Source: an optimization exercise on an open RTL-to-GDS flow (aim: small area). Production flows keep margins and buffers that such runs may drop. RTL that was checked went through simulation tests only; none was proved equivalent to the original. For runs 2 and 3, only the layout was checked, not whether the RTL still works. Power and IR drop assume default switching activity.

[flow/design.v]
package lbp_hist_pkg;
  localparam int IMG_W  = 128;
  localparam int CNT_W  = 14;
  localparam int NBINS  = 256;
  localparam int ADDR_W = 14;
  localparam int CODE_W = 8;
  typedef enum logic [1:0] {
    ACCUM = 2'd0,
    DRAIN = 2'd1,
    DONE  = 2'd2
  } state_t;
endpackage
module lbp_hist_bank #(
  parameter int CNT_W = lbp_hist_pkg::CNT_W,
  parameter int NBINS = lbp_hist_pkg::NBINS
) (
  input  logic             clk,
  input  logic             i_clr,      
  input  logic             i_inc,      
  input  logic [7:0]       i_idx,      
  output logic [CNT_W-1:0] o_rd_data
);
  localparam logic [CNT_W-1:0] MAXV = '1;
  logic [CNT_W-1:0] r_bins [NBINS];
  logic [NBINS-1:0] w_sel;
  logic [CNT_W-1:0] w_rd;
  logic [CNT_W-1:0] w_wr;
  always_comb begin
    for (int k = 0; k < NBINS; k++) begin
      w_sel[k] = (i_idx == 8'(k));
    end
  end
  always_comb begin
    w_rd = '0;
    for (int k = 0; k < NBINS; k++) begin
      w_rd = w_rd | (r_bins[k] & {CNT_W{w_sel[k]}});
    end
  end
  assign w_wr = i_clr ? '0 : ((w_rd == MAXV) ? MAXV : w_rd + CNT_W'(1));
  for (genvar k = 0; k < NBINS; k++) begin : g_bin
    always_ff @(posedge clk) begin
      if (i_clr || (i_inc && w_sel[k])) begin
        r_bins[k] <= w_wr;
      end
    end
  end
  assign o_rd_data = w_rd;
endmodule
module lbp_hist #(
  parameter int IMG_W = lbp_hist_pkg::IMG_W,
  parameter int CNT_W = lbp_hist_pkg::CNT_W
) (
  input  logic             clk,
  input  logic             reset,
  input  logic             lbp_valid,
  input  logic [13:0]      lbp_addr,
  input  logic [7:0]       lbp_data,
  input  logic             finish,
  input  logic             hist_ready,
  input  logic             hist_clear,
  output logic             hist_valid,
  output logic [7:0]       hist_addr,
  output logic [CNT_W-1:0] hist_data,
  output logic [CNT_W-1:0] sample_cnt,
  output logic             hist_done,
  output logic             late_err
);
  localparam logic [CNT_W-1:0] MAXV = '1;
  localparam logic [13:0] LAST_RC = 14'(IMG_W - 2);
  lbp_hist_pkg::state_t           r_state;
  lbp_hist_pkg::state_t           w_next;
  logic [7:0]       r_idx;
  logic [CNT_W-1:0] r_cnt;
  logic             r_late;
  logic [13:0]      w_row;
  logic [13:0]      w_col;
  logic             w_inner;
  logic             w_accept;
  logic             w_drain;
  logic             w_take;
  logic             w_clr;
  logic [CNT_W-1:0] w_rd;
  assign w_row   = lbp_addr / 14'(IMG_W);
  assign w_col   = lbp_addr % 14'(IMG_W);
  assign w_inner = (w_row >= 14'd1) && (w_row <= LAST_RC)
                && (w_col >= 14'd1) && (w_col <= LAST_RC);
  assign w_accept = (r_state == lbp_hist_pkg::ACCUM) && lbp_valid && w_inner;
  assign w_drain  = (r_state == lbp_hist_pkg::DRAIN);
  assign w_take   = w_drain && hist_ready;
  assign w_clr    = (r_state == lbp_hist_pkg::DONE) && hist_clear;
  lbp_hist_bank #(
    .CNT_W (CNT_W),
    .NBINS (lbp_hist_pkg::NBINS)
  ) u_bank (
    .clk       (clk),
    .i_clr     (reset || w_clr),
    .i_inc     (w_accept),
    .i_idx     (w_drain ? r_idx : lbp_data),
    .o_rd_data (w_rd)
  );
  always_ff @(posedge clk) begin
    if (reset) begin
      r_state <= lbp_hist_pkg::ACCUM;
    end else begin
      r_state <= w_next;
    end
  end
  always_comb begin
    w_next = r_state;
    case (r_state)
      lbp_hist_pkg::ACCUM: if (finish) w_next = lbp_hist_pkg::DRAIN;
      lbp_hist_pkg::DRAIN: if (w_take && (r_idx == 8'hFF)) w_next = lbp_hist_pkg::DONE;
      lbp_hist_pkg::DONE:  if (hist_clear) w_next = lbp_hist_pkg::ACCUM;
      default: w_next = lbp_hist_pkg::ACCUM;
    endcase
  end
  always_ff @(posedge clk) begin
    if (reset || w_clr) begin
      r_idx <= '0;
    end else if (w_take) begin
      r_idx <= r_idx + 8'd1;
    end
  end
  always_ff @(posedge clk) begin
    if (reset || w_clr) begin
      r_cnt <= '0;
    end else if (w_accept && (r_cnt != MAXV)) begin
      r_cnt <= r_cnt + CNT_W'(1);
    end
  end
  always_ff @(posedge clk) begin
    if (reset || w_clr) begin
      r_late <= 1'b0;
    end else if (lbp_valid && (r_state != lbp_hist_pkg::ACCUM)) begin
      r_late <= 1'b1;
    end
  end
  assign hist_valid = w_drain;
  assign hist_addr  = w_drain ? r_idx : 8'd0;
  assign hist_data  = w_drain ? w_rd : '0;
  assign hist_done  = (r_state == lbp_hist_pkg::DONE);
  assign sample_cnt = r_cnt;
  assign late_err   = r_late;
endmodule
[flow/run.sh]
#!/bin/bash
# synth_recipe.tcl (not shown) runs the flow's synth.tcl, then flattens the netlist and writes it again
# the make line also repeats each setting of config.mk as NAME=value (left out here)
make -C /OpenROAD-flow-scripts/flow DESIGN_CONFIG=/design/flow/config.mk WORK_HOME=/design/flow/orfs CLKGATE_MAP_FILE= SYNTH_SCRIPT=/design/flow/synth_recipe.tcl finish
[flow/config.mk]
export PLATFORM = sky130hd
export DESIGN_NAME = lbp_hist
export DESIGN_NICKNAME = lbp_hist
export VERILOG_FILES = /design/flow/design.v
export SDC_FILE = /design/flow/constraint.sdc
export NUM_CORES = 4
export LEC_CHECK = 0
export CAP_MARGIN = 20
export CORE_MARGIN = 2
export CORE_UTILIZATION = 25
export PLACE_DENSITY = 0.45
export SLEW_MARGIN = 20
[flow/constraint.sdc]
create_clock -name core_clock -period 10.0 [get_ports {clk}]
set_input_delay 2.0000 -clock core_clock [delete_from_list [all_inputs] [get_ports {clk}]]
set_output_delay 2.0000 -clock core_clock [all_outputs]
set_load 0.01 [all_outputs]
==> impl_results.md, run 1 <==
- Status: finished with violations
- Layout check faults: negative setup slack
- GPL Wtd Cong: about 1.1
- CTS buffer count: about 390
- Post-route cell area: about 0.18 mm^2
- Slew HR: 0.05895
- Clk sinks: between 3,000 and 4,000
- Setup crit start kind: input pin
- Fraction of layout cells with a size suffix above 1: 0.3007
- Setup TNS: -1.334 ns
- Most frequent cells in the layout: 3,584 x edfxtp_1, 1,409 x buf_4, 596 x a22oi_1
- Worst-path cell chain: clkdlybuf4s50_1 > nand2b_1 > mux2_8 > buf_4 > nor4_4 > buf_4 > a22o_1 > a221oi_1 > nand4_1 > or3_1 > nor4_2 > buf_12 > a31oi_1 > clkdlybuf4s50_1
- Arrival time worst endpoint: between 8 and 9 ns
- Pre-CTS setup slack: -0.6198 ns
- Clock skew: ~0.11 ns
- DRC: 0
- Setup crit end kind: output port
- I/O pin count: 67
- Post-Syn Nets: between 7,000 and 8,000
- Asr flop ratio synth: 0
- Syn-to-layout area delta: 29.35%
- Global-route wire length before repair: 1247 mm
- Antenna violations before repair: around 240
- Die Ht: roughly 740 um
- Final worst slack: -0.2812 ns
- Cell count after synthesis: approximately 7,700
- Syn_area_per_cell: ~18 um^2
- Number of synthesized register bits: about 3,600
- Starting density of the core: 0.2505
- Die area: around 0.55 mm^2
- Crit Path Class: input pin to output port
- Worst min path class: flop to flop
- Tot GR Track Use: 0.3626
- Number of synthesized flops with an enable pin: 3,584
- Clock tree root buffer cell: clkbuf_16
- CTS max path bufs: 4
- Fmax: a little under 100 MHz
- Pwr dens: 244.5 mW/mm^2
- Starting DRT DRC Count: 25,460
- First-pass iteration count of the detailed router: 9
- DR vias/cell: ~6.5
- Worst-Skew Late Latency: ~1.1 ns
- Worst-path cell with the longest stage delay: nand4_1
- Tot Pwr: 43.09 mW
- Cell row count: between 200 and 300
- Total wire length: 1035 mm
- Post-Syn Area: about 0.14 mm^2
- Leading area contributor after synthesis: edfxtp_1
- Worst-margin pin slew: 1.401 ns
- Post-DP HPWL: between 700 and 800 mm
- Peak VDD IR: around 0.00017 V
- Clk slew on worst S/H paths: around 0.060 ns
- Final hold vios: 0
- Final min period: slightly above 10 ns
- Setup-failing EPs final: 8
- Area contributors post-synth: edfxtp_1 79%, a22oi_1 3.3%, a221oi_1 3.0%
- Synth unique cells: 85
- Leak pwr: between 60 and 70 nW
- Antenna violation net count after detailed routing: 0
- Area share of the largest cell type after synthesis: 0.7898
- Via Count: around 110k
- Sequential fraction of the synthesis area: 0.7935
- Synth Warn #: 3
- H-tree Lvls: 5
- Dpl cell area: roughly 0.16 mm^2
- Vias in the first global route: ~95,000
- Max-slew violations: 0
- Final net count: between 9,000 and 10,000
- TritonCTS clock tree: done
- Core area: around 0.54 mm^2
- Die width: ~740 um
- WP data required: ~8.0 ns
- Largest net degree at the start of global routing: between 100 and 150
- CP delay by family, top: simple AND/OR/NAND/NOR gates
- Worst path bufs/invs: 5
- # port buffers: 66
- Max-Cap Viols: 0
- Crit-path max FO: 33
- Commonest non-fill, non-tap cell in the layout: edfxtp_1
- Final period utilization: 1.028
- Max incr delay on CP: 1.06 ns
- Post-DR wirelength/cell: about 61 um
- Post-synth top flop: edfxtp_1
- GRT overflow: 0
==> flip-flops by register name (all words and copies together) (netlist names) <==
signal / flops
u_bank.r_bins: 3584
r_cnt: 14
r_idx: 8
r_state: 2
r_late: 1
==> worst paths after layout <==
check / startpoint / end / slack, ns / depth (start not counted)
max: lbp_data[6] / hist_data[0] / -0.28 / 14
min: r_late / r_late / 0.47 / 2
max reg2reg: r_state[1] / u_bank.r_bins[17][3] / 1.26 / 28
min reg2reg: r_late / r_late / 0.47 / 2
==> worst register-to-register path: cells and delay by family (launching register included) <==
kind | cells | cell delay, ns
and+or+nand+nor | 8 | 2.39
adders and majority gates | 1 | 0.24
muxes | 1 | 0.28
buffers and inverters | 14 | 3.13
DFF | 1 | 0.58
AOI/OAI and AO/OA | 4 | 1.35
==> cells in the mapped netlist (all sizes together) (4+ instances only) <==
| cell | n |
|---|---|
| a2111oi | 12 |
| a211oi | 9 |
| a21oi | 66 |
| a221o | 6 |
| a221oi | 462 |
| a222oi | 29 |
| a22o | 461 |
| a22oi | 599 |
| a31o | 7 |
| a31oi | 18 |
| a32o | 59 |
| a32oi | 87 |
| and2 | 9 |
| and3 | 30 |
| and4 | 11 |
| buf | 269 |
| clkbuf | 208 |
| dfxtp | 25 |
| edfxtp | 3584 |
| inv | 42 |
| mux2 | 8 |
| mux2i | 10 |
| nand2 | 379 |
| nand2b | 5 |
| nand3 | 123 |
| nand4 | 232 |
| nor2 | 133 |
| nor3 | 54 |
| nor4 | 321 |
| nor4b | 4 |
| o2111ai | 4 |
| o21ai | 251 |
| o22ai | 6 |
| o311ai | 4 |
| o31ai | 31 |
| o32ai | 8 |
| or3 | 9 |
| or4 | 29 |
| xnor2 | 12 |
| xor2 | 13 |
==> kinds of logic after synthesis <==
group | share of synthesized area
AO/OA/AOI/OAI | 0.1236
buffers and inverters | 0.01895
AND/OR/NAND/NOR | 0.06034
XOR/XNOR | 0.001607
multiplexers | 0.001726
flip-flops | 0.7935
adder cells (fa/ha/maj) | 0.0002755
==> through the flow <==
step                cells  utilization  hold WS [ns]
global placement    16070       0.2976        0.4536
finish              17040       0.3241        0.4744
detailed placement  16120       0.2993        0.4627
CTS                 16860       0.3231        0.4759
floorplan            7666            -        0.4849
global route        16920       0.3235        0.5192
==> cell type report <==
| class | count | area [um^2] |
|---|---|---|
| Fill cell | 52670 | 367600 |
| Sequential cell | 3609 | 108100 |
| Multi-Input combinational cell | 3542 | 30180 |
| Timing Repair Buffer | 1711 | 15740 |
| Clock buffer | 460 | 10210 |
| Tap cell | 7234 | 9051 |
| Clock inverter | 263 | 2349 |
| Antenna cell | 177 | 442.9 |
| Inverter | 43 | 163.9 |
==> where the power goes <==
group	switching [mW]	total [mW]	internal [mW]	leakage (nW)
Clock	6.74	14.9	8.14	6.16
Sequential	0.963	21.8	20.8	37.1
Combinational	5.14	6.42	1.28	16.9
Total	12.8	43.1	30.2	60.2
==> per-layer routing <==
metal	track usage	vias up	share of wire
li1	-	36350	-
met1	0.4371	59320	0.35
met2	0.4988	12590	0.40
met3	0.1578	3130	0.15
met4	0.2952	87	0.10
met5	0.001223	-	0.00077
==> timing repair <==
| action | CTS | global route |
|---|---|---|
| setup endpoints to repair | 9 | 3 |
| buffers inserted | 11 | 0 |
| pin swaps | 11 | 5 |
| hold buffers | 0 | 0 |
| gates cloned | 5 | 0 |
| resized for setup | 39 | 12 |
==> run 2: changes to the inputs <==
--- a/flow/design.v
+++ b/flow/design.v
@@ -17,5 +17,7 @@
   input  logic             clk,
-  input  logic             i_clr,      
-  input  logic             i_inc,      
-  input  logic [7:0]       i_idx,      
+  input  logic             i_rst,
+  input  logic             i_clr,
+  input  logic             i_inc,
+  input  logic [7:0]       i_inc_idx,
+  input  logic [7:0]       i_rd_idx,
   output logic [CNT_W-1:0] o_rd_data
@@ -24,25 +26,12 @@
   logic [CNT_W-1:0] r_bins [NBINS];
-  logic [NBINS-1:0] w_sel;
-  logic [CNT_W-1:0] w_rd;
-  logic [CNT_W-1:0] w_wr;
-  always_comb begin
-    for (int k = 0; k < NBINS; k++) begin
-      w_sel[k] = (i_idx == 8'(k));
+  always_ff @(posedge clk) begin
+    if (i_rst || i_clr) begin
+      for (int k = 0; k < NBINS; k++) begin
+        r_bins[k] <= '0;
+      end
+    end else if (i_inc && (r_bins[i_inc_idx] != MAXV)) begin
+      r_bins[i_inc_idx] <= r_bins[i_inc_idx] + CNT_W'(1);
     end
   end
-  always_comb begin
-    w_rd = '0;
-    for (int k = 0; k < NBINS; k++) begin
-      w_rd = w_rd | (r_bins[k] & {CNT_W{w_sel[k]}});
-    end
-  end
-  assign w_wr = i_clr ? '0 : ((w_rd == MAXV) ? MAXV : w_rd + CNT_W'(1));
-  for (genvar k = 0; k < NBINS; k++) begin : g_bin
-    always_ff @(posedge clk) begin
-      if (i_clr || (i_inc && w_sel[k])) begin
-        r_bins[k] <= w_wr;
-      end
-    end
-  end
-  assign o_rd_data = w_rd;
+  assign o_rd_data = r_bins[i_rd_idx];
 endmodule
@@ -95,5 +84,7 @@
     .clk       (clk),
-    .i_clr     (reset || w_clr),
+    .i_rst     (reset),
+    .i_clr     (w_clr),
     .i_inc     (w_accept),
-    .i_idx     (w_drain ? r_idx : lbp_data),
+    .i_inc_idx (lbp_data),
+    .i_rd_idx  (r_idx),
     .o_rd_data (w_rd)
==> run 2 against run 1 <==
The run now finishes clean. Critical endpoint is now hist_data[10]. Highest routed layer unchanged. Sequential share of layout area down 13 points. Clock skew down 0.026 ns. Global-route usage down 14 points.
==> impl_results.md, run 2 <==
- Most flops, register: u_bank.r_bins
- GPL Wtd Cong: approximately 0.94
- Top cells by count, synth: 3,584 x edfxtp_1, 2,514 x nor3_1, 2,005 x mux4_2
- DR vias/cell: about 6
- Inst Count DP: 22,490
- Sequential fraction of the synthesis area: 0.5564
- Dpl cell area: between 0.2 and 0.25 mm^2
- Fraction of layout cells with a size suffix above 1: 0.2903
- Largest net degree at the start of global routing: around 160
- Synth Warn #: 2
- CP Capture Point: hist_data[10]
- Post-DR wirelength/cell: 39.38 um
- Final net count: ~13,000
- Final period utilization: 0.8437
- Worst-margin pin slew: 1.403 ns
- DRC: 0
- Setup crit start kind: flop
- Worst min path class: flop to flop
- Final min period: 8.437 ns
- Core area: 0.7771 mm^2
- Pwr dens: 170.7 mW/mm^2
- Clock tree root buffer cell: clkbuf_16
- Max-Cap Viols: 0
- Setup-failing EPs final: 0
- Starting density of the core: 0.2504
- # port buffers: 66
- Max-slew violations: 0
- Pre-CTS setup slack: 1.088 ns
- Slew HR: 0.06063
- Post-Syn Nets: ~13,000
- Syn-to-layout area delta: 14.64%
- Die Ht: about 900 um
- Leading area contributor after synthesis: edfxtp_1
- Via Count: between 100k and 150k
- Setup crit end kind: output port
- Final non-filler cell total: about 23,000
- Post-Syn Area: slightly below 0.2 mm^2
- Post-CTS resize count: 0
- Number of synthesized flops with an enable pin: 3,584
- Crit Path Class: flop to output port
- Worst-path cell chain: buf_12 > buf_12 > mux4_2 > mux4_2 > mux4_2 > mux4_2 > and2_1 > clkdlybuf4s50_1
- Most frequent cells in the layout: 3,584 x edfxtp_1, 2,513 x nor3_1, 2,005 x mux4_2
- Crit. path cell count: 8
- Setup TNS: 0 ns
- GRT overflow: 0
- Vias in the first global route: 133,500
- Worst-Skew Late Latency: about 1.1 ns
- First-pass iteration count of the detailed router: 6
- Starting DRT DRC Count: around 22,000
- Commonest non-fill, non-tap cell in the layout: edfxtp_1
- Clk slew on worst S/H paths: approximately 0.06 ns
- CTS max path bufs: 4
- Die width: between 800 and 900 um
- Worst-path cell with the longest stage delay: dfxtp_4
- Hold_buf cts: 0
- TritonCTS clock tree: done
- Post-route cell area: 0.2231 mm^2
- Syn_area_per_cell: approximately 15 um^2
- Area share of the largest cell type after synthesis: 0.5530
- Final hold slack: 0.4494 ns
- Final worst slack: between 1.5 and 2 ns
- CP delay by family, top: multiplexers
- Post-synth top flop: edfxtp_1
- Asr flop ratio synth: 0
- Status: no timing/DRC/antenna violations
- Worst path most repeated cell: mux4_2
- Origin of the critical flop-to-flop path: u_bank.r_bins[47][0]
- Leak pwr: 66.94 nW
- RR Endpoint: u_bank.r_bins[24][8]
- Tot GR Track Use: 0.2257
- Worst-case reg-to-reg path depth: 16
- Total wire length: approximately 920 mm
- Cell row count: between 300 and 400
- Final hold vios: 0
- Setup Buffers After CTS: 0
- Antenna violation net count after detailed routing: 0
- Worst path bufs/invs: 3
- Crit-path max FO: 37
- Max incr delay on CP: 0.99 ns
- Cell count after synthesis: approximately 13,000
- Arrival time worst endpoint: ~6.4 ns
- Clk sinks: 3,617
- I/O pin count: 67
- Die area: 0.7855 mm^2
- R2r setup slk: around 3.7 ns
- Clock skew: around 0.08 ns
- CTS buffer count: ~420
- Antenna violations before repair: 109
- Peak VDD IR: 0.0001696 V
- Post-DP HPWL: 592.7 mm
- WP data required: around 8 ns
- Biggest regs: u_bank.r_bins (3584), r_cnt (14), r_idx (8)
- Most common cell in the netlist: edfxtp_1
- Global-route wire length before repair: 1234 mm
- Area contributors post-synth: edfxtp_1 55%, mux4_2 23%, nor3_1 6.5%
- Fmax: about 120 MHz
- H-tree Lvls: 5
- Number of flip-flops in the largest register: 3,584
- RSZ-0062 raised after global routing: false
- Synth unique cells: 75
- Number of synthesized register bits: between 3,000 and 4,000
## run 2: worst min-delay path by stage
| stage | startpoint | endpoint | slack (ns) | cells after the start |
|---|---|---|---|---|
| 3_5_place_dp | r_late | r_late | 0.45 | 2 |
| 3_3_place_gp | r_late | r_late | 0.44 | 2 |
| 4_1_cts | r_late | r_late | 0.46 | 2 |
| 2_1_floorplan | r_idx[7] | r_state[0] | 0.46 | 1 |
| 6_report | r_late | r_late | 0.45 | 2 |
| 5_1_grt | r_late | r_late | 0.49 | 2 |
## run 2: layout make-up
type	instances	area [um^2]
fill	77650	554000
clock buffer	498	10820
antenna	109	272.8
clock inverter	255	2241
timing repair buffer	867	8987
inverter	10	45.04
sequential	3617	108300
multi-input combinational	7731	79580
tap	10270	12850
## run 2: metal layers
layer / global-route usage / share of wire / vias up
li1: - / - / 53150
met4: 0.1032 / 0.054 / 46
met5: 0 / 0.00036 / -
met2: 0.3390 / 0.44 / 9358
met1: 0.3010 / 0.39 / 75550
met3: 0.06590 / 0.12 / 1639
## run 2: worst register-to-register path, cell delays in order, from the launching register on
cell,delay [ns]
edfxtp_1,0.38
mux4_2,0.50
a22oi_1,0.80
a21oi_1,0.22
buf_4,0.22
o41ai_2,0.79
and4_2,0.37
inv_1,0.07
ha_2,0.21
inv_1,0.06
a41o_1,0.15
or3_4,0.28
buf_12,0.36
o41ai_2,0.26
buf_12,0.27
buf_4,0.95
nor3_1,0.23
## run 2: stage by stage
step                      power [mW]    util
after floorplan                20.33       -
after global placement         22.87  0.2695
after detailed placement       22.90  0.2697
after CTS                      38.07  0.2865
after global routing           38.82  0.2869
final                          38.09  0.2871
## run 2: where the power goes
group          switching (mW)  internal [mW]  total (mW)
combinational            3.76           1.60        5.36
sequential              0.271           17.1        17.4
clock                    6.78           8.56        15.3
## run 2: cells by family after synthesis
| kind of cell | Yosys count | share of synthesized area |
|---|---|---|
| and+or+nand+nor | 4543 | 0.1126 |
| adders and majority gates | 3 | 0.0001929 |
| muxes | 2285 | 0.2465 |
| AOI/OAI and AO/OA | 876 | 0.04292 |
| DFF | 3617 | 0.5564 |
| buffers and inverters | 1758 | 0.04031 |
| xor gates and xnor gates | 24 | 0.001080 |
==> run 3: changes to the inputs <==
--- a/flow/design.v
+++ b/flow/design.v
@@ -17,8 +17,7 @@
   input  logic             clk,
-  input  logic             i_rst,
-  input  logic             i_clr,
-  input  logic             i_inc,
-  input  logic [7:0]       i_inc_idx,
-  input  logic [7:0]       i_rd_idx,
-  output logic [CNT_W-1:0] o_rd_data
+  input  logic             i_clr,      
+  input  logic             i_inc,      
+  input  logic [7:0]       i_idx,      
+  output logic [CNT_W-1:0] o_rd_data,  
+  output logic [CNT_W-1:0] o_inc_data  
 );
@@ -26,12 +25,28 @@
   logic [CNT_W-1:0] r_bins [NBINS];
-  always_ff @(posedge clk) begin
-    if (i_rst || i_clr) begin
-      for (int k = 0; k < NBINS; k++) begin
-        r_bins[k] <= '0;
-      end
-    end else if (i_inc && (r_bins[i_inc_idx] != MAXV)) begin
-      r_bins[i_inc_idx] <= r_bins[i_inc_idx] + CNT_W'(1);
+  logic [NBINS-1:0] w_sel;
+  logic [CNT_W-1:0] w_rd;
+  logic [CNT_W-1:0] w_inc;
+  logic [CNT_W-1:0] w_wr;
+  always_comb begin
+    for (int k = 0; k < NBINS; k++) begin
+      w_sel[k] = (i_idx == 8'(k));
     end
   end
-  assign o_rd_data = r_bins[i_rd_idx];
+  always_comb begin
+    w_rd = '0;
+    for (int k = 0; k < NBINS; k++) begin
+      w_rd = w_rd | (r_bins[k] & {CNT_W{w_sel[k]}});
+    end
+  end
+  assign w_inc = (w_rd == MAXV) ? MAXV : w_rd + CNT_W'(1);
+  assign w_wr = i_clr ? '0 : w_inc;
+  for (genvar k = 0; k < NBINS; k++) begin : g_bin
+    always_ff @(posedge clk) begin
+      if (i_clr || (i_inc && w_sel[k])) begin
+        r_bins[k] <= w_wr;
+      end
+    end
+  end
+  assign o_rd_data  = w_rd;
+  assign o_inc_data = w_inc;
 endmodule
@@ -63,2 +78,4 @@
   logic             r_late;
+  logic             r_pend;        
+  logic [7:0]       r_pend_bin;
   logic [13:0]      w_row;
@@ -67,2 +84,3 @@
   logic             w_accept;
+  logic             w_accum;
   logic             w_drain;
@@ -71,2 +89,3 @@
   logic [CNT_W-1:0] w_rd;
+  logic [CNT_W-1:0] w_rd_inc;
   assign w_row   = lbp_addr / 14'(IMG_W);
@@ -75,3 +94,4 @@
                 && (w_col >= 14'd1) && (w_col <= LAST_RC);
-  assign w_accept = (r_state == lbp_hist_pkg::ACCUM) && lbp_valid && w_inner;
+  assign w_accum  = (r_state == lbp_hist_pkg::ACCUM);
+  assign w_accept = w_accum && lbp_valid && w_inner;
   assign w_drain  = (r_state == lbp_hist_pkg::DRAIN);
@@ -83,10 +103,21 @@
   ) u_bank (
-    .clk       (clk),
-    .i_rst     (reset),
-    .i_clr     (w_clr),
-    .i_inc     (w_accept),
-    .i_inc_idx (lbp_data),
-    .i_rd_idx  (r_idx),
-    .o_rd_data (w_rd)
+    .clk        (clk),
+    .i_clr      (reset || w_clr),
+    .i_inc      (w_accum && r_pend),
+    .i_idx      (w_drain ? r_idx : r_pend_bin),
+    .o_rd_data  (w_rd),
+    .o_inc_data (w_rd_inc)
   );
+  always_ff @(posedge clk) begin
+    if (reset || w_clr) begin
+      r_pend <= 1'b0;
+    end else if (w_accum) begin
+      r_pend <= w_accept;
+    end
+  end
+  always_ff @(posedge clk) begin
+    if (w_accum) begin
+      r_pend_bin <= lbp_data;
+    end
+  end
   always_ff @(posedge clk) begin
@@ -130,3 +161,4 @@
   assign hist_addr  = w_drain ? r_idx : 8'd0;
-  assign hist_data  = w_drain ? w_rd : '0;
+  assign hist_data  = !w_drain ? '0
+                    : (r_pend && (r_pend_bin == r_idx)) ? w_rd_inc : w_rd;
   assign hist_done  = (r_state == lbp_hist_pkg::DONE);
--- a/flow/config.mk
+++ b/flow/config.mk
@@ -7,6 +7,7 @@
 export LEC_CHECK = 0
-export CAP_MARGIN = 20
+export CAP_MARGIN = 10
 export CORE_MARGIN = 2
-export CORE_UTILIZATION = 25
-export PLACE_DENSITY = 0.45
-export SLEW_MARGIN = 20
+export CORE_UTILIZATION = 60
+export CTS_BUF_LIST = sky130_fd_sc_hd__clkbuf_4 sky130_fd_sc_hd__clkbuf_8
+export PLACE_DENSITY = 0.7
+export SLEW_MARGIN = 10
==> run 3 against run 2 <==
The flow now stops in 5_1_grt. Synthesized cell count decreased by 41%. Synthesized area decreased by 30%.
==> impl_results.md, run 3 <==
- Status: aborted with a tool error
- Last stage: 5_1_grt
- Stop err: [ERROR GRT-0116] Global routing finished with congestion. Check the congestion regions in the DRC Viewer.
- Clk sinks: roughly 3,600
- GPL Wtd Cong: 1.289
- Synth unique cells: slightly above 90
- Sequential fraction of the synthesis area: 0.7973
- Post-synth top flop: edfxtp_1
- Leading area contributor after synthesis: edfxtp_1
- Post-Syn Nets: roughly 7,800
- Cell row count: 174
- Tot GR Track Use: 0.8153
- Dpl cell area: between 0.15 and 0.2 mm^2
- # port buffers: 66
- Number of synthesized register bits: approximately 3,600
- Largest net degree at the start of global routing: 179
- Global-route wire length before repair: ~1200 mm
- GRT overflow: 18
- Top cells by count, synth: 3,592 x edfxtp_1, 749 x a22oi_1, 565 x nand2_1
- Cell count after synthesis: slightly below 8,000
- Die width: approximately 480 um
- Post-DP HPWL: around 600 mm
- Number of synthesized flops with an enable pin: around 3,600
- Starting density of the core: 0.6039
- Syn_area_per_cell: between 15 and 20 um^2
- Die Ht: roughly 480 um
- CTS max path bufs: 4
- Clock tree root buffer cell: clkbuf_8
- Post-Syn Area: between 0.1 and 0.15 mm^2
- Most common cell in the netlist: edfxtp_1
- Area share of the largest cell type after synthesis: 0.7935
- Synth Warn #: 3
- Vias in the first global route: 111,000
- I/O pin count: 67
- H-tree Lvls: 6
- Area contributors post-synth: edfxtp_1 79%, a22oi_1 4.1%, a22o_1 2.4%
- Asr flop ratio synth: 0
- CTS buffer count: about 590
run 3: timing repair:
| action | in CTS |
|---|---|
| setup buffers | 11 |
| gates cloned | 7 |
| pin swaps | 8 |
| hold buffers | 0 |
| gates resized for setup | 26 |
| setup endpoints to repair | 14 |
run 3: worst max-delay path by stage:
stage / from / slack, ns / to / cells past startpoint
after CTS: r_pend_bin[4] / 0.01 / hist_data[11] / 17
after detailed placement: r_state[0] / -0.16 / hist_data[1] / 18
after global placement: r_state[0] / -0.02 / hist_data[1] / 18
after floorplan: r_idx[5] / -2.25 / u_bank.r_bins[0][5] / 20
run 3: power groups by stage:
stage	Combinational (mW)	Sequential [mW]	Clock, mW
after floorplan	1.98	23.9	0
after global placement	6.00	23.7	0
after detailed placement	6.10	23.9	0
after CTS	6.17	23.7	12.3
run 3: per-stage QoR:
stage | cells | hold WS [ns] | setup WS (ns) | total power, mW
detailed placement | 11410 | 0.4839 | -0.1581 | 30.01
floorplan | 7766 | 0.5022 | -2.247 | 25.84
CTS | 12420 | 0.4956 | 0.01241 | 42.16
global placement | 11390 | 0.4501 | -0.01651 | 29.74
run 3: kinds of logic after synthesis:
| logic type | count (synthesis) | share of synthesized area |
|---|---|---|
| fa+ha+maj | 3 | 0.0002762 |
| compound gates | 2023 | 0.1185 |
| buf+inv | 451 | 0.01584 |
| flops | 3618 | 0.7973 |
| mux | 17 | 0.001399 |
| xor+xnor | 35 | 0.002255 |
| simple gates | 1619 | 0.06444 |
run 3: per-layer routing:
metal | GRT overflow | global-route usage
met1 | 1 | 0.8379
met2 | 10 | 0.8929
met3 | 1 | 0.7552
met4 | 6 | 0.7445
met5 | 0 | 0.5855
==> run 4: changes to the inputs <==
--- a/flow/design.v
+++ b/flow/design.v
@@ -21,3 +21,4 @@
   output logic [CNT_W-1:0] o_rd_data,  
-  output logic [CNT_W-1:0] o_inc_data  
+  output logic [CNT_W-1:0] o_inc_data,  
+  output logic [CNT_W-1:0] o_bin0      
 );
@@ -25,2 +26,4 @@
   logic [CNT_W-1:0] r_bins [NBINS];
+  logic [15:0]      w_hi;
+  logic [15:0]      w_lo;
   logic [NBINS-1:0] w_sel;
@@ -30,4 +33,8 @@
   always_comb begin
+    for (int k = 0; k < 16; k++) begin
+      w_hi[k] = (i_idx[7:4] == 4'(k)) || i_clr;
+      w_lo[k] = (i_idx[3:0] == 4'(k)) || i_clr;
+    end
     for (int k = 0; k < NBINS; k++) begin
-      w_sel[k] = (i_idx == 8'(k));
+      w_sel[k] = w_hi[k / 16] && w_lo[k % 16];
     end
@@ -41,6 +48,6 @@
   assign w_inc = (w_rd == MAXV) ? MAXV : w_rd + CNT_W'(1);
-  assign w_wr = i_clr ? '0 : w_inc;
+  assign w_wr = i_clr ? '0 : (i_inc ? w_inc : w_rd);
   for (genvar k = 0; k < NBINS; k++) begin : g_bin
     always_ff @(posedge clk) begin
-      if (i_clr || (i_inc && w_sel[k])) begin
+      if (w_sel[k]) begin
         r_bins[k] <= w_wr;
@@ -51,2 +58,3 @@
   assign o_inc_data = w_inc;
+  assign o_bin0     = r_bins[0];
 endmodule
@@ -75,3 +83,4 @@
   lbp_hist_pkg::state_t           w_next;
-  logic [7:0]       r_idx;
+  logic [7:0]       r_ra;          
+  logic [CNT_W-1:0] r_hd;          
   logic [CNT_W-1:0] r_cnt;
@@ -79,3 +88,4 @@
   logic             r_pend;        
-  logic [7:0]       r_pend_bin;
+  logic [7:0]       r_pend_bin;    
+  logic             r_clr_bins;    
   logic [13:0]      w_row;
@@ -90,2 +100,4 @@
   logic [CNT_W-1:0] w_rd_inc;
+  logic [CNT_W-1:0] w_bin0;
+  logic [CNT_W:0]   w_first;       
   assign w_row   = lbp_addr / 14'(IMG_W);
@@ -104,8 +116,12 @@
     .clk        (clk),
-    .i_clr      (reset || w_clr),
+    .i_clr      (r_clr_bins),
     .i_inc      (w_accum && r_pend),
-    .i_idx      (w_drain ? r_idx : r_pend_bin),
+    .i_idx      (r_ra),
     .o_rd_data  (w_rd),
-    .o_inc_data (w_rd_inc)
+    .o_inc_data (w_rd_inc),
+    .o_bin0     (w_bin0)
   );
+  always_ff @(posedge clk) begin
+    r_clr_bins <= reset || w_clr;
+  end
   always_ff @(posedge clk) begin
@@ -123,2 +139,21 @@
   always_ff @(posedge clk) begin
+    if (reset || w_clr) begin
+      r_ra <= '0;
+    end else if (w_accum) begin
+      r_ra <= finish ? 8'd1 : lbp_data;
+    end else if (w_take) begin
+      r_ra <= r_ra + 8'd1;
+    end
+  end
+  assign w_first = {1'b0, r_clr_bins ? '0 : w_bin0}
+                 + (CNT_W+1)'(r_pend && (r_ra == 8'd0))
+                 + (CNT_W+1)'(w_accept && (lbp_data == 8'd0));
+  always_ff @(posedge clk) begin
+    if (w_accum && finish) begin
+      r_hd <= (w_first > (CNT_W+1)'(MAXV)) ? MAXV : w_first[CNT_W-1:0];
+    end else if (w_take) begin
+      r_hd <= (r_pend && (r_pend_bin == r_ra)) ? w_rd_inc : w_rd;
+    end
+  end
+  always_ff @(posedge clk) begin
     if (reset) begin
@@ -133,3 +168,3 @@
       lbp_hist_pkg::ACCUM: if (finish) w_next = lbp_hist_pkg::DRAIN;
-      lbp_hist_pkg::DRAIN: if (w_take && (r_idx == 8'hFF)) w_next = lbp_hist_pkg::DONE;
+      lbp_hist_pkg::DRAIN: if (w_take && (r_ra == 8'h00)) w_next = lbp_hist_pkg::DONE;
       lbp_hist_pkg::DONE:  if (hist_clear) w_next = lbp_hist_pkg::ACCUM;
@@ -137,9 +172,2 @@
     endcase
-  end
-  always_ff @(posedge clk) begin
-    if (reset || w_clr) begin
-      r_idx <= '0;
-    end else if (w_take) begin
-      r_idx <= r_idx + 8'd1;
-    end
   end
@@ -160,5 +188,4 @@
   assign hist_valid = w_drain;
-  assign hist_addr  = w_drain ? r_idx : 8'd0;
-  assign hist_data  = !w_drain ? '0
-                    : (r_pend && (r_pend_bin == r_idx)) ? w_rd_inc : w_rd;
+  assign hist_addr  = w_drain ? (r_ra - 8'd1) : 8'd0;
+  assign hist_data  = w_drain ? r_hd : '0;
   assign hist_done  = (r_state == lbp_hist_pkg::DONE);
==> flow/config.mk (replaced) <==
export PLATFORM = sky130hd
export DESIGN_NAME = lbp_hist
export DESIGN_NICKNAME = lbp_hist
export VERILOG_FILES = /design/flow/design.v
export SDC_FILE = /design/flow/constraint.sdc
export NUM_CORES = 4
export LEC_CHECK = 0
export CAP_MARGIN = 20
export CORE_MARGIN = 2
export CORE_UTILIZATION = 25
export PLACE_DENSITY = 0.45
export SLEW_MARGIN = 20
==> run 4 against run 3 <==
The layout now fails its checks (antenna violations, max-capacitance violations, max-slew violations, negative setup slack). Synthesized cell count up 16%. Synthesized area up 5.3%.
==> impl_results.md, run 4 <==
- Status: finished with violations
- Layout check faults: antenna violations, max-capacitance violations, max-slew violations, negative setup slack
- I/O pin count: 67
- Number of synthesized flops with an enable pin: approximately 3,600
- Worst min path class: flop to flop
- Hold_buf cts: 0
- Post-DR wirelength/cell: about 74 um
- Die width: roughly 760 um
- WL met3: ~230 mm
- Die Ht: ~760 um
- GRT overflow: 0
- Met1 WL: 464.7 mm
- Setup crit end kind: flop
- Most frequent cells in the layout: 3,606 x edfxtp_1, 1,181 x buf_4, 680 x a22oi_1
- Area contributors post-synth: edfxtp_1 76%, a22oi_1 3.6%, o21ai_0 1.7%
- Post-synth top flop: edfxtp_1
- Synth Warn #: 3
- CP startpoint: r_ra[1]
- CTS buffer count: around 430
- Final period utilization: 1.006
- Peak VDD IR: 0.0001628 V
- Net switching power: about 14 mW
- Routed wl met2: approximately 520 mm
- Largest net degree at the start of global routing: roughly 100
- # port buffers: 66
- Hold wc startpoint: r_state[1]
- Post-Syn Nets: around 9,100
- Area share of the largest cell type after synthesis: 0.7562
- Clk sinks: 3,633
- Fmax: ~99 MHz
- Clk slew on worst S/H paths: 0.06 ns
- Sw frac: 0.3361
- Worst-margin pin slew: between 1.5 and 2 ns
- Vias in the first global route: 110,300
- Total wire length: approximately 1400 mm
- Via Count: 141,500
- Sequential fraction of the synthesis area: 0.7600
- FF/Latch Area: around 0.11 mm^2
- Core area: approximately 0.57 mm^2
- Syn_area_per_cell: ~16 um^2
- Antenna violation net count after detailed routing: 1
- Commonest non-fill, non-tap cell in the layout: edfxtp_1
- DRC: 0
- Global-route wire length before repair: between 1500 and 2000 mm
- Arrival time worst endpoint: ~11 ns
- Number of flip-flops in the largest register: around 3,600
- Final net count: roughly 10,000
- DR vias/cell: 7.551
- Register share of total power: 0.434
- Post-DP HPWL: between 900 and 1000 mm
- Most common cell in the netlist: edfxtp_1
- Max-Cap Viols: 3
- Setup-failing EPs final: 8
- Biggest regs: u_bank.r_bins (3584), r_cnt (14), r_hd (14)
- Worst-Skew Late Latency: 1.18 ns
- GPL Wtd Cong: about 1.1
- Pre-CTS setup slack: 1.070 ns
- Top cells by count, synth: 3,606 x edfxtp_1, 681 x a22oi_1, 494 x o21ai_0
- Post-CTS resize count: 0
- H-tree Lvls: 5
- Post-Syn Area: around 0.14 mm^2
- FILL cells: approximately 56,000
- Most flops, register: u_bank.r_bins
- Asr flop ratio synth: 0
- Starting density of the core: 0.2513
- Clock tree root buffer cell: clkbuf_16
- Multi-input logic area: between 0.03 and 0.04 mm^2
- Setup crit start kind: flop
- TritonCTS clock tree: done
- Synth unique cells: 110
- Cell row count: approximately 280
- Die area: 0.5788 mm^2
- Highest Signal Layer: met5
- Final hold slack: 0.4584 ns
- Fraction of layout cells with a size suffix above 1: 0.2379
- Clock skew: around 0.14 ns
- CTS max path bufs: 4
- Number of synthesized register bits: between 3,000 and 4,000
- Final hold vios: 0
- RSZ-0062 raised after global routing: false
- Cell count after synthesis: 9,039
- Final worst slack: -0.05541 ns
- Crit-path max FO: 40
- WP data required: between 10 and 15 ns
- Slew HR: -0.05317
- Crit Path Class: flop to flop
- Combinational fraction of design power: 0.183
- Tot GR Track Use: 0.4585
- Origin of the critical flop-to-flop path: r_ra[1]
- Clock power frac: 0.383
- Final min period: between 10 and 15 ns
- Fin util: 0.3196
- Internal Power: ~28 mW
- Pwr dens: ~230 mW/mm^2
- First-pass iteration count of the detailed router: 10
- Setup Buffers After CTS: 0
- Syn-to-layout area delta: 27.17%
- Leading area contributor after synthesis: edfxtp_1
- Leak pwr: between 50 and 60 nW
- Starting DRT DRC Count: ~36,000
- Antenna violations before repair: ~380
- Max-slew violations: 2
[run 4: cell families (layout without fill, tap and decap cells)]
family | Yosys count | after routing | synth area share
flip-flops | 3633 | 3633 | 0.7600
AO/OA/AOI/OAI | 2741 | 2741 | 0.1369
AND/OR/NAND/NOR | 1902 | 1902 | 0.07275
buffers and inverters | 684 | 2304 | 0.02489
XOR/XNOR | 37 | 37 | 0.002263
multiplexers | 34 | 34 | 0.002464
adder cells (fa/ha/maj) | 8 | 8 | 0.0007515
other | 0 | 542 | 0
[run 4: power by group through the flow]
stage	registers, mW	clock network, mW	logic [mW]
after CTS	18.4	16.1	6.85
final	18.4	16.2	7.78
after detailed placement	18.7	0	6.84
after global placement	18.7	0	6.83
after floorplan	18.5	0	1.70
after global routing	18.4	16.6	6.99
[run 4: critical path, stage by stage, from the launching register on]
cell       delay, ns
dfxtp_1         0.63
inv_1           0.25
ha_4            0.40
nand3b_2        0.84
nand2_4         0.83
buf_4           0.63
a22oi_1         0.51
o2111ai_1       0.71
or4_1           0.76
nor4_1          0.85
nand4_1         0.88
buf_4           0.47
nand4_1         0.19
nor4_4          0.10
buf_4           0.16
nor2_1          0.42
a311oi_4        0.27
buf_4           0.24
buf_12          0.17
[run 4: through the flow]
stage / instances / power, mW / TNS, ns / area [um^2]
after floorplan: 9039 / 20.18 / -4200.35 / 143300
after global placement: 17360 / 25.51 / -4.795 / 166000
after detailed placement: 17390 / 25.52 / 0 / 166500
after CTS: 18180 / 41.29 / 0 / 180400
after global routing: 18310 / 42.02 / 0 / 181000
final: 18730 / 42.45 / -0.2510 / 182100
[run 4: path summary, 6_finish.rpt]
| kind | cells after the start | slack, ns | end |
|---|---|---|---|
| worst max-delay path | 18 | -0.06 | u_bank.r_bins[29][8] |
| worst min-delay path | 1 | 0.46 | r_state[0] |
| worst max register to register | 18 | -0.06 | u_bank.r_bins[29][8] |
| worst min register to register | 1 | 0.46 | r_state[0] |
[run 4: layer usage]
metal  track usage  vias to the layer above
met5       0.02883                        -
met4        0.4399                       79
met3        0.2806                     6420
met2        0.5884                    20870
met1        0.5078                    72900
li1              -                    41200
[run 4: area by class of cell]
class | count | area share
diodes | 542 | 0.007448
clock buffers | 532 | 0.06119
clock inverters | 256 | 0.01518
inverters | 30 | 0.0006871
multi-input cells | 4722 | 0.1877
flip-flops and latches | 3633 | 0.5978
well taps | 7533 | 0.05176
repair buffers | 1486 | 0.07831
==> run 5: changes to the inputs <==
==> flow/flow/run.sh (new file) <==
#!/bin/bash
# The standard ORFS layout (standard.sh) with two changes:
#  - synthesis is the standard synthesis script, except that ABC maps
#    the logic with flow/map.abc (one choice-based mapping pass) instead of
#    ORFS's repeated delay-driven script; everything else, the flip-flop
#    mapping included, is unchanged;
#  - clock tree synthesis builds its tree from small clock buffers in larger
#    sink clusters and adds no dummy loads.
set -euo pipefail
here=$(pwd)
flow=$here/flow

# synth.tcl with the ABC script replaced
sed 's#log_cmd abc {\*}$abc_args#lset abc_args 1 '"$flow"'/map.abc\n  log_cmd abc {*}$abc_args#' \
  "$FLOW_HOME/scripts/synth.tcl" > "$here/own_synth.tcl"
grep -q "map.abc" "$here/own_synth.tcl"
# The standard flow's synthesis script, sourcing that copy
sed 's#source $::env(SCRIPTS_DIR)/synth.tcl#source '"$here"'/own_synth.tcl#' \
  "$here/synth_recipe.tcl" > "$here/own_synth_recipe.tcl"
grep -q "own_synth.tcl" "$here/own_synth_recipe.tcl"
# standard.sh with that synthesis script
sed 's#SYNTH_SCRIPT=[^ ]*#SYNTH_SCRIPT='"$here"'/own_synth_recipe.tcl#' \
  "$here/standard.sh" > "$here/own_standard.sh"
grep -q "own_synth_recipe.tcl" "$here/own_standard.sh"

export CTS_ARGS="-sink_clustering_enable -repair_clock_nets -dont_use_dummy_load -buf_list {sky130_fd_sc_hd__clkbuf_4 sky130_fd_sc_hd__clkbuf_8} -sink_clustering_size 16 -sink_clustering_max_diameter 80"
bash "$here/own_standard.sh" finish > "$here/own_standard.log" 2>&1
==> flow/flow/map.abc (new file) <==
&get -n
&st
&dch
&nf
&put
==> flow/standard.sh (new file) <==
#!/bin/bash
# synth_recipe.tcl (not shown) runs the flow's synth.tcl, then flattens the netlist and writes it again
# the make line also repeats each setting of config.mk as NAME=value (left out here)
make -C /OpenROAD-flow-scripts/flow DESIGN_CONFIG=/design/flow/config.mk WORK_HOME=/design/flow/orfs CLKGATE_MAP_FILE= SYNTH_SCRIPT=/design/flow/synth_recipe.tcl "${@:-finish}"
--- a/flow/config.mk
+++ b/flow/config.mk
@@ -7,3 +7,3 @@
 export LEC_CHECK = 0
-export CAP_MARGIN = 20
+export CAP_MARGIN = 10
 export CORE_MARGIN = 2
@@ -11,2 +11,2 @@
 export PLACE_DENSITY = 0.45
-export SLEW_MARGIN = 20
+export SLEW_MARGIN = 10
removed: flow/run.sh
==> run 5 against run 4 <==
Now clean on timing, DRC and antenna. Sequential share of layout area is 14 points higher. Cell count down 24%. Critical endpoint is now u_bank.r_bins[104][8]. Final area shrank 19%. Critical path type unchanged. First-iteration DRC count shrank 77%.
==> impl_results.md, run 5 <==
- Setup Buffers After CTS: 0
- Hold_buf cts: 0
- Final period utilization: 0.8053
- Crit Path Class: flop to flop
- Setup TNS: 0 ns
- CP Capture Point: u_bank.r_bins[104][8]
- Asr flop ratio synth: 0
- Global-route met2 utilization: 0.2276
- Die width: 724.4 um
- Crit-path max FO: between 60 and 70
- Cell count after synthesis: between 6,000 and 7,000
- TritonCTS clock tree: done
- Antenna violation net count after detailed routing: 0
- Leak pwr: roughly 46 nW
- Routing usage on met1: 0.2164
- Fin util: 0.2869
- Area share of the largest cell type after synthesis: 0.8347
- CTS max path bufs: 4
- Fraction of layout cells with a size suffix above 1: 0.1325
- Die area: approximately 0.52 mm^2
- Post-route cell area: ~0.15 mm^2
- Sequential fraction of the synthesis area: 0.8388
- Area contributors post-synth: edfxtp_1 83%, a22oi_1 6.9%, nand4_1 1.8%
- Commonest non-fill, non-tap cell in the layout: edfxtp_1
- Post-Syn Area: 0.1297 mm^2
- Max-slew violations: 0
- CTS buffer count: 269
- Clock skew: roughly 0.18 ns
- Antenna violations before repair: 39
- Syn_area_per_cell: slightly below 20 um^2
- Worst-Skew Late Latency: between 1 and 1.5 ns
- Post-Syn Nets: approximately 6,600
- Vias in the first global route: approximately 70,000
- WP data required: between 10 and 15 ns
- Post-CTS resize count: 0
- Largest net degree at the start of global routing: approximately 160
- Die Ht: a little over 700 um
- Fmax: 124.2 MHz
- Peak VDD IR: 0.00009618 V
- I/O pin count: 67
- Post-DR wirelength/cell: 28.31 um
- Post-DP HPWL: about 250 mm
- GPL Wtd Cong: 0.9159
- Setup-failing EPs final: 0
- DRC: 0
- Final net count: between 7,000 and 8,000
- Arrival time worst endpoint: ~8.8 ns
- Pwr dens: ~200 mW/mm^2
- Worst hold path depth: 2
- Slew HR: 0.1320
- CP startpoint: r_ra[0]
- Setup crit end kind: flop
- Biggest regs: u_bank.r_bins (3584), r_cnt (14), r_hd (14)
- Origin of the critical flop-to-flop path: r_ra[0]
- R2r setup slk: between 1.5 and 2 ns
- Global-route wire length before repair: approximately 560 mm
- Worst-margin pin slew: ~1.3 ns
- Dpl cell area: around 0.14 mm^2
- Synth unique cells: 42
- Synth Warn #: 3
- Via Count: about 71,000
- Clock tree root buffer cell: clkbuf_8
- Worst min path class: flop to flop
- GRT busiest layer: met2
- Most frequent cells in the layout: 3,606 x edfxtp_1, 1,201 x a22oi_1, 367 x nand4_1
- Pre-CTS setup slack: about 2.1 ns
- Syn-to-layout area delta: 14.32%
- # port buffers: 66
- Max-Cap Viols: 0
- Worst-case reg-to-reg path depth: 20
- GRT overflow: 0
- Tot GR Track Use: 0.1483
- RR Endpoint: u_bank.r_bins[104][8]
- Post-synth top flop: edfxtp_1
- Core area: between 0.5 and 0.6 mm^2
- Clk slew on worst S/H paths: about 0.10 ns
- Cell row count: between 200 and 300
- Leading area contributor after synthesis: edfxtp_1
- Final min period: slightly above 8 ns
- Number of synthesized flops with an enable pin: roughly 3,600
- Total wire length: roughly 400 mm
- Status: no timing/DRC/antenna violations
- DR vias/cell: 4.991
- RSZ-0062 raised after global routing: false
- Most flops, register: u_bank.r_bins
- Grt met3 use: 0.02653
- Most common cell in the netlist: edfxtp_1
- H-tree Lvls: 5
- Clk sinks: 3,633
- Tot Pwr: slightly below 30 mW
- Setup crit start kind: flop
- Final hold vios: 0
- Number of flip-flops in the largest register: 3,584
- Final worst slack: roughly 1.9 ns
- Top cells by count, synth: 3,606 x edfxtp_1, 1,201 x a22oi_1, 367 x nand4_1
- Starting density of the core: 0.2510
- First-pass iteration count of the detailed router: 9
- Starting DRT DRC Count: 8,412
- Number of synthesized register bits: between 3,000 and 4,000
## run 5: worst min path at each step
stage / start / endpoint / slack [ns]
3_3_place_gp: r_late / r_late / 0.47
4_1_cts: r_late / r_late / 0.47
6_report: r_late / r_late / 0.47
3_5_place_dp: r_late / r_late / 0.46
2_1_floorplan: r_pend / r_pend / 0.48
5_1_grt: r_cnt[0] / r_cnt[0] / 0.56
## run 5: logic make-up (layout without fill, tap and decap cells)
kind of cell	Yosys count	after routing	synth area share
AO/OA/AOI/OAI	2091	2091	0.1208
XOR/XNOR	35	35	0.002363
adder cells (fa/ha/maj)	8	8	0.0008294
buffers and inverters	11	741	0.0003183
flip-flops	3633	3633	0.8388
other	0	23	0
AND/OR/NAND/NOR	835	835	0.03682
## run 5: final cells by class
type | instances | area, um^2
Tap cell | 6916 | 8653
Sequential cell | 3633 | 108800
Fill cell | 50770 | 368600
Clock buffer | 269 | 3702
Antenna cell | 23 | 57.56
Multi-Input combinational cell | 2969 | 23040
Timing Repair Buffer | 461 | 3960
Inverter | 11 | 67.56
## run 5: per-layer routing
layer,part of all wire,vias to the layer above
met5,0.00018,-
met4,0.027,12
met3,0.065,458
met2,0.45,2400
met1,0.46,37960
li1,-,30450
## run 5: critical path, stage by stage, from the launching register on
cell and delay (ns):
dfxtp_1 0.52, clkinv_1 0.22, ha_1 0.31, a31oi_4 0.92
buf_4 0.48, nor2_2 0.19, buf_4 0.30, a22oi_1 0.35
nand4_1 0.46, nor4_1 0.78, nand4_1 0.31, nor2_1 0.40
clkinv_1 0.13, ha_1 0.22, o21ai_0 0.15, nor2_1 0.14
nand3_1 0.28, xnor2_1 0.19, nor3_1 0.11, nor3_4 0.48
buf_4 0.56
## run 5: power by group
| part | leakage, nW | internal, mW | total [mW] | switching (mW) |
|---|---|---|---|---|
| registers | 35.4 | 18.3 | 18.6 | 0.369 |
| logic | 8.62 | 0.831 | 3.42 | 2.59 |
| clock network | 1.93 | 2.43 | 7.02 | 4.60 |
## run 5: per-stage QoR
stage	hold WS, ns	instances
3_3_place_gp	0.4651	13980
4_1_cts	0.4741	14260
6_report	0.4661	14280
3_5_place_dp	0.4552	13990
5_1_grt	0.5583	14260
2_1_floorplan	0.4756	6613
==> run 6: changes to the inputs <==
--- a/flow/config.mk
+++ b/flow/config.mk
@@ -10,3 +10,3 @@
 export CORE_UTILIZATION = 25
-export PLACE_DENSITY = 0.45
+export PLACE_DENSITY = 0.8
 export SLEW_MARGIN = 10
==> run 6 against run 5 <==
Via count rose by 4.5%. Combinational power shrank 7.9%. Maximum frequency decreased by 7.4%. Flip-flop and latch count is the same.
==> impl_results.md, run 6 <==
- Status: no timing/DRC/antenna violations
- Worst-margin pin slew: 1.365 ns
- Cell row count: ~260
- Slew HR: 0.08183
- Hold_buf cts: 0
- First-pass iteration count of the detailed router: 12
- Leading area contributor after synthesis: edfxtp_1
- CTS buffer count: approximately 280
- Commonest non-fill, non-tap cell in the layout: edfxtp_1
- Final worst slack: ~1.3 ns
- RR Endpoint: u_bank.r_bins[100][5]
- RSZ-0062 raised after global routing: false
- Core area: 0.5169 mm^2
- Final net count: approximately 7,400
- Cell count after synthesis: roughly 6,600
- Final min period: about 8.7 ns
- Crit-path max FO: between 100 and 150
- Setup-failing EPs final: 0
- Most flops, register: u_bank.r_bins
- I/O pin count: 67
- # port buffers: 66
- Pre-CTS setup slack: roughly 1.8 ns
- Post-CTS resize count: 0
- Most frequent cells in the layout: 3,606 x edfxtp_1, 1,201 x a22oi_1, 369 x buf_4
- Antenna violation net count after detailed routing: 0
- Antenna violations before repair: 17
- Setup TNS: 0 ns
- Max-Cap Viols: 0
- DR vias/cell: between 5 and 6
- Final period utilization: 0.8692
- Largest net degree at the start of global routing: 188
- Worst-Skew Late Latency: ~1.2 ns
- Number of flip-flops in the largest register: ~3,600
- Clk sinks: 3,633
- H-tree Lvls: 5
- Fraction of layout cells with a size suffix above 1: 0.1304
- Setup crit start kind: flop
- Setup crit end kind: flop
- Hold wc startpoint: r_late
- Fmax: around 120 MHz
- Number of synthesized flops with an enable pin: roughly 3,600
- Post-synth top flop: edfxtp_1
- Syn-to-layout area delta: 13.67%
- Clock skew: 0.1800 ns
- Die area: around 0.52 mm^2
- Setup Buffers After CTS: 0
- Arrival time worst endpoint: roughly 9.4 ns
- Clk slew on worst S/H paths: approximately 0.10 ns
- Leak pwr: 45.80 nW
- Starting density of the core: 0.2510
- GRT overflow: 0
- Post-DR wirelength/cell: 23.70 um
- Syn_area_per_cell: approximately 20 um^2
- DRC: 0
- Biggest regs: u_bank.r_bins (3584), r_cnt (14), r_hd (14)
- TritonCTS clock tree: done
- Asr flop ratio synth: 0
- Die Ht: a little over 700 um
- Pwr dens: about 190 mW/mm^2
- Post-Syn Nets: between 6,000 and 7,000
- Die width: between 700 and 800 um
- WP data required: roughly 11 ns
- Number of synthesized register bits: ~3,600
- GPL Wtd Cong: just over 0.9
- WHS Endpoint: r_late
- Synth Warn #: 3
- Worst hold path depth: 2
- Global-route wire length before repair: 485.2 mm
- Tot GR Track Use: 0.1218
- Most common cell in the netlist: edfxtp_1
- Max-slew violations: 0
- Origin of the critical flop-to-flop path: r_ra[4]
- Peak VDD IR: between 0.00015 and 0.0002 V
- Via Count: 74,500
- Crit Path Class: flop to flop
- Worst-case reg-to-reg path depth: 18
- Starting DRT DRC Count: ~13,000
- Clock tree root buffer cell: clkbuf_8
- Post-DP HPWL: about 210 mm
- Final hold vios: 0
- Worst min path class: flop to flop
- CTS max path bufs: 4
- Total wire length: between 300 and 400 mm
- Sequential fraction of the synthesis area: 0.8388
- Vias in the first global route: between 60,000 and 70,000
- Area share of the largest cell type after synthesis: 0.8347
- CP startpoint: r_ra[4]
- Top cells by count, synth: 3,606 x edfxtp_1, 1,201 x a22oi_1, 367 x nand4_1
- Synth unique cells: 42
- Post-Syn Area: around 0.13 mm^2
- R2r setup slk: about 1.3 ns
- Area contributors post-synth: edfxtp_1 83%, a22oi_1 6.9%, nand4_1 1.8%
[run 6: power breakdown]
part           internal (mW)  total, mW  switching (mW)
sequential              18.3       18.7           0.382
clock                   2.53       6.88            4.34
combinational          0.797       3.15            2.35
total                   21.6       28.7            7.08
[run 6: layout make-up]
| cell class | count | area (um^2) |
|---|---|---|
| clock buffer | 281 | 3867 |
| fill | 49470 | 369500 |
| antenna | 8 | 20.02 |
| tap | 6916 | 8653 |
| sequential | 3633 | 108800 |
| timing repair buffer | 451 | 3744 |
| multi-input combinational | 2969 | 22300 |
| inverter | 11 | 53.80 |
[run 6: stage by stage]
step / hold slack, ns / total power [mW] / std cells / util / area [um^2]
floorplan: 0.4756 / 20.53 / 6613 / - / 130000
global placement: 0.4486 / 21.87 / 13980 / 0.2776 / 143500
detailed placement: 0.4642 / 22.06 / 13980 / 0.2776 / 143500
CTS: 0.4896 / 28.65 / 14260 / 0.2851 / 147400
global route: 0.5208 / 29.44 / 14260 / 0.2852 / 147400
finish: 0.4858 / 28.68 / 14270 / 0.2853 / 147500
[run 6: worst max-delay path by stage]
stage	slack, ns	endpoint	depth (start not counted)
global route	0.92	u_bank.r_bins[22][5]	18
detailed placement	1.82	u_bank.r_bins[158][5]	18
global placement	1.80	u_bank.r_bins[174][5]	18
finish	1.31	u_bank.r_bins[100][5]	18
floorplan	0.20	u_bank.r_bins[0][2]	14
CTS	1.72	u_bank.r_bins[22][5]	18
[run 6: per-layer routing]
| metal | up-vias | global-route usage | routed length (um) |
|---|---|---|---|
| met2 | 5930 | 0.1884 | 152200 |
| met1 | 37280 | 0.1599 | 124400 |
| met3 | 851 | 0.03467 | 45450 |
| met4 | 12 | 0.05178 | 16040 |
| met5 | - | 0.0005496 | 103 |
| li1 | 30430 | - | - |
[run 6: logic make-up (layout without fill, tap and decap cells)]
kind of cell               after synthesis  count (layout)  share of synthesized area
adders and majority gates                8               8                  0.0008294
AOI/OAI and AO/OA                     2091            2091                     0.1208
other                                    0               8                          0
and+or+nand+nor                        835             835                    0.03682
buffers and inverters                   11             743                  0.0003183
xor gates and xnor gates                35              35                   0.002363
DFF                                   3633            3633                     0.8388
[run 6: critical path: stages, from the launching register on]
cell       delay [ns]
dfxtp_1          1.12
nand4bb_1        1.13
o21ai_2          1.17
buf_4            0.35
a22oi_1          0.11
nand4_1          0.25
nor4_1           0.20
nand4_1          0.16
nor2_1           0.15
clkinv_1         0.08
ha_1             0.19
o21ai_0          0.13
nor2_1           0.20
nand3_1          0.26
nor3_4           0.76
nor3_1           0.18
a211oi_4         0.22
buf_4            0.87
buf_4            0.63
==> run 7: changes to the inputs <==
--- a/flow/design.v
+++ b/flow/design.v
@@ -41,7 +41,31 @@
   end
+  localparam int NG3  = (NBINS + 2) / 3;
+  localparam int NG12 = (NG3 + 3) / 4;
+  logic [CNT_W-1:0] w_or3  [NG3];
+  logic [CNT_W-1:0] w_or12 [NG12];
+  localparam int NT = 32;                   
+  logic [CNT_W-1:0] w_tr   [2*NT-1];
   always_comb begin
-    w_rd = '0;
-    for (int k = 0; k < NBINS; k++) begin
-      w_rd = w_rd | (r_bins[k] & {CNT_W{w_sel[k]}});
-    end
+    for (int g = 0; g < NG3; g++) begin
+      w_or3[g] = '0;
+      for (int j = 0; j < 3; j++) begin
+        if (3*g+j < NBINS) w_or3[g] = w_or3[g] | (r_bins[3*g+j] & {CNT_W{w_sel[3*g+j]}});
+      end
+    end
+    for (int h = 0; h < NG12; h++) begin
+      w_or12[h] = '0;
+      for (int j = 0; j < 4; j++) begin
+        if (4*h+j < NG3) w_or12[h] = w_or12[h] | w_or3[4*h+j];
+      end
+    end
+    for (int h = 0; h < NG12; h++) begin
+      w_tr[NT-1+h] = w_or12[h];
+    end
+    for (int h = NG12; h < NT; h++) begin
+      w_tr[NT-1+h] = '0;
+    end
+    for (int h = NT-2; h >= 0; h--) begin
+      w_tr[h] = w_tr[2*h+1] | w_tr[2*h+2];
+    end
+    w_rd = w_tr[0];
   end
--- a/flow/flow/run.sh
+++ b/flow/flow/run.sh
@@ -1,9 +1,10 @@
 #!/bin/bash
-# The standard ORFS layout (standard.sh) with two changes:
+# The standard ORFS layout (standard.sh) with three changes:
 #  - synthesis is the standard synthesis script, except that ABC maps
-#    the logic with flow/map.abc (one choice-based mapping pass) instead of
-#    ORFS's repeated delay-driven script; everything else, the flip-flop
-#    mapping included, is unchanged;
+#    the logic with flow/map.abc (one area-leaning choice-based mapping
+#    pass) instead of ORFS's repeated delay-driven script; everything else,
+#    the flip-flop mapping included, is unchanged;
 #  - clock tree synthesis builds its tree from small clock buffers in larger
-#    sink clusters and adds no dummy loads.
+#    sink clusters and adds no dummy loads;
+#  - the port buffers are buf_2 cells.
 set -euo pipefail
@@ -25,2 +26,3 @@
 
+export BUFFER_PORTS_ARGS="-buffer_cell sky130_fd_sc_hd__buf_2"
 export CTS_ARGS="-sink_clustering_enable -repair_clock_nets -dont_use_dummy_load -buf_list {sky130_fd_sc_hd__clkbuf_4 sky130_fd_sc_hd__clkbuf_8} -sink_clustering_size 16 -sink_clustering_max_diameter 80"
==> flow/flow/map.abc (replaced) <==
&get -n
&st
&dch
&nf -R 1000 -p
&put
==> run 7 against run 6 <==
Die area down 2.3%. Setup slack worse by 0.21 ns. Largest cell class unchanged. Synthesized cell count down 10%. Sequential power about the same. Worst hold slack worse by 0.0084 ns. First-iteration DRC count up 26%. Critical endpoint is now u_bank.r_bins[108][12].
==> impl_results.md, run 7 <==
- Clk slew on worst S/H paths: approximately 0.09 ns
- Via Count: between 60,000 and 70,000
- Syn_area_per_cell: between 20 and 25 um^2
- CTS max path bufs: 4
- Most flops, register: u_bank.r_bins
- Final hold vios: 0
- Worst-path cell with the longest stage delay: nor4_1
- Crit Path Class: flop to flop
- Leading area contributor after synthesis: edfxtp_1
- H-tree Lvls: 5
- Worst-margin pin slew: 1.355 ns
- WP data required: roughly 11 ns
- Largest net degree at the start of global routing: a little over 200
- Post-Syn Nets: 5,962
- Fraction of layout cells with a size suffix above 1: 0.1567
- Max-Cap Viols: 0
- Synth Warn #: 6
- Number of synthesized register bits: approximately 3,600
- Multi-input logic area: between 0.015 and 0.02 mm^2
- Setup crit start kind: flop
- Final min period: 8.903 ns
- Status: no timing/DRC/antenna violations
- Arrival time worst endpoint: roughly 9.5 ns
- Final period utilization: 0.8903
- DR vias/cell: around 5.2
- Most common cell in the netlist: edfxtp_1
- Synth unique cells: between 40 and 50
- Core area: between 0.5 and 0.6 mm^2
- # port buffers: between 60 and 70
- Die area: ~0.51 mm^2
- Vias in the first global route: between 60,000 and 70,000
- Antenna violations before repair: 20
- GPL Wtd Cong: slightly below 0.9
- Fmax: 112.3 MHz
- Cell row count: between 200 and 300
- Setup crit end kind: flop
- Setup Buffers After CTS: 0
- Number of synthesized flops with an enable pin: ~3,600
- TritonCTS clock tree: done
- Max-slew violations: 0
- DRC: 0
- RSZ-0062 raised after global routing: false
- Clock skew: 0.1700 ns
- Biggest regs: u_bank.r_bins (3584), r_cnt (14), r_hd (14)
- Global-route wire length before repair: 444.5 mm
- Die Ht: between 700 and 800 um
- Clk sinks: about 3,600
- Die width: between 700 and 800 um
- Tot GR Track Use: 0.1127
- Worst-Skew Late Latency: 1.07 ns
- Top cells by count, synth: 3,606 x edfxtp_1, 1,173 x a222oi_1, 316 x nor2_1
- Syn-to-layout area delta: 13.11%
- CP delay by family, top: simple AND/OR/NAND/NOR gates
- GRT overflow: 0
- Post-DR wirelength/cell: ~23 um
- Crit-path max FO: 96
- Fin util: 0.2837
- I/O pin count: 67
- Starting DRT DRC Count: approximately 16,000
- Commonest non-fill, non-tap cell in the layout: edfxtp_1
- First-pass iteration count of the detailed router: 13
- Number of flip-flops in the largest register: between 3,000 and 4,000
- Slew HR: 0.08815
- Post-synth top flop: edfxtp_1
- Area share of the largest cell type after synthesis: 0.8546
- Worst path bufs/invs: 6
- Setup-failing EPs final: 0
- Worst-path cell chain: nor2_1 > and2_0 > nor2_4 > buf_4 > nor2_2 > buf_4 > a222oi_1 > nand4_1 > nor4_1 > nand4_1 > nor4_1 > buf_4 > clkinv_1 > ha_1 > nor3b_1 > nand4b_1 > or3_1 > xnor2_1 > nand2_1 > nor2_1 > a211oi_4 > buf_4 > buf_4
- Antenna violation net count after detailed routing: 0
- Leak pwr: 43.19 nW
- Area contributors post-synth: edfxtp_1 85%, a222oi_1 9.3%, nand4_1 1.5%
- FILL cells: approximately 48,000
- Pwr dens: roughly 200 mW/mm^2
- Final net count: approximately 6,700
- Post-CTS resize count: 0
- Clock tree root buffer cell: clkbuf_8
- FF/Latch Area: between 0.1 and 0.15 mm^2
- Cell count after synthesis: approximately 5,900
- Most frequent cells in the layout: 3,606 x edfxtp_1, 1,173 x a222oi_1, 389 x buf_4
- Worst path most repeated cell: buf_4
- Sequential fraction of the synthesis area: 0.8588
- Total wire length: approximately 310 mm
- Hold_buf cts: 0
- Worst min path class: flop to flop
- Peak VDD IR: around 0.00011 V
- CTS buffer count: ~270
- Starting density of the core: 0.2508
- Max incr delay on CP: 0.99 ns
- Post-Syn Area: 0.1267 mm^2
- Setup TNS: 0 ns
- Post-DP HPWL: roughly 180 mm
- Asr flop ratio synth: 0
run 7: logic make-up (layout without fill, tap and decap cells):
| family | count (synthesis) | after routing | synth area share |
|---|---|---|---|
| AOI/OAI and AO/OA | 1352 | 1352 | 0.1015 |
| other | 0 | 6 | 0 |
| adders and majority gates | 8 | 8 | 0.0008492 |
| xor gates and xnor gates | 33 | 33 | 0.002281 |
| and+or+nand+nor | 886 | 886 | 0.03608 |
| DFF | 3633 | 3633 | 0.8588 |
| buffers and inverters | 14 | 750 | 0.0004147 |
run 7: area by class of cell:
type	count	area share
Antenna cell	6	0.0001048
Clock buffer	274	0.02631
Inverter	14	0.0003667
Multi-Input combinational cell	2279	0.1320
Sequential cell	3633	0.7593
Tap cell	6706	0.05854
Timing Repair Buffer	462	0.02339
run 7: final timing paths:
kind                                  to    start  cells past startpoint  slack [ns]
setup / recovery  u_bank.r_bins[108][12]  r_ra[2]                     23        1.10
hold / removal                    r_late   r_late                      2        0.48
setup reg to reg  u_bank.r_bins[108][12]  r_ra[2]                     23        1.10
hold reg to reg                   r_late   r_late                      2        0.48
run 7: tightest hold or removal path, stage by stage, from the launching register on:
cell and delay [ns]:
dfxtp_1 0.34, a21oi_1 0.04, nor2_1 0.07
run 7: stage by stage:
stage / hold slack, ns / instances / worst slack [ns] / cell area [um^2] / total power [mW]
4_1_cts: 0.4794 / 13370 / 1.271 / 143300 / 29.30
3_5_place_dp: 0.4608 / 13090 / 1.340 / 139500 / 22.73
5_1_grt: 0.4930 / 13370 / 0.8748 / 143300 / 30.13
3_3_place_gp: 0.4609 / 13090 / 1.432 / 139500 / 22.51
2_1_floorplan: 0.4536 / 5926 / -8.079 / 126700 / 21.11
6_report: 0.4774 / 13370 / 1.097 / 143300 / 29.28
run 7: where the power goes:
group | internal, mW | switching [mW]
logic | 0.925 | 2.66
clock network | 2.47 | 4.37
registers | 18.4 | 0.410
total | 21.8 | 7.44
run 7: routing by layer:
layer | global-route usage | vias to the layer above | wire [um]
met5 | 0 | - | 150
met4 | 0.05276 | 24 | 15430
met3 | 0.03203 | 743 | 43600
met2 | 0.1733 | 5413 | 138100
met1 | 0.1470 | 34960 | 110000
li1 | - | 28740 | -

[what the ideal ports hide]
No port has a modelled driver above. Below, the same layouts with a new extraction and two added sets of constraints. Step 1 sets driving cells, clkbuf_16 on the clock port and buf_2 on the other inputs (assumed; they add their load-dependent delay and slew). Step 2, shift: input delay + t, output delay - t, t = (earliest + latest rising clock arrival at the registers) / 2. This alone moves slack from input paths to output paths. Slacks: no drivers / after step 1 / after step 2; pairs: no drivers / after step 1.
run	shift t [ns]	setup WS [ns]
run 1	1.172	-0.281 / -0.318 / -0.318
run 2	1.210	1.563 / 1.425 / 0.546
run 4	1.215	-0.055 / -0.055 / -0.055
run 5	1.163	1.947 / 1.947 / 1.947
run 6	1.143	1.308 / 1.308 / 1.308
run 7	1.078	1.097 / 1.097 / 1.097
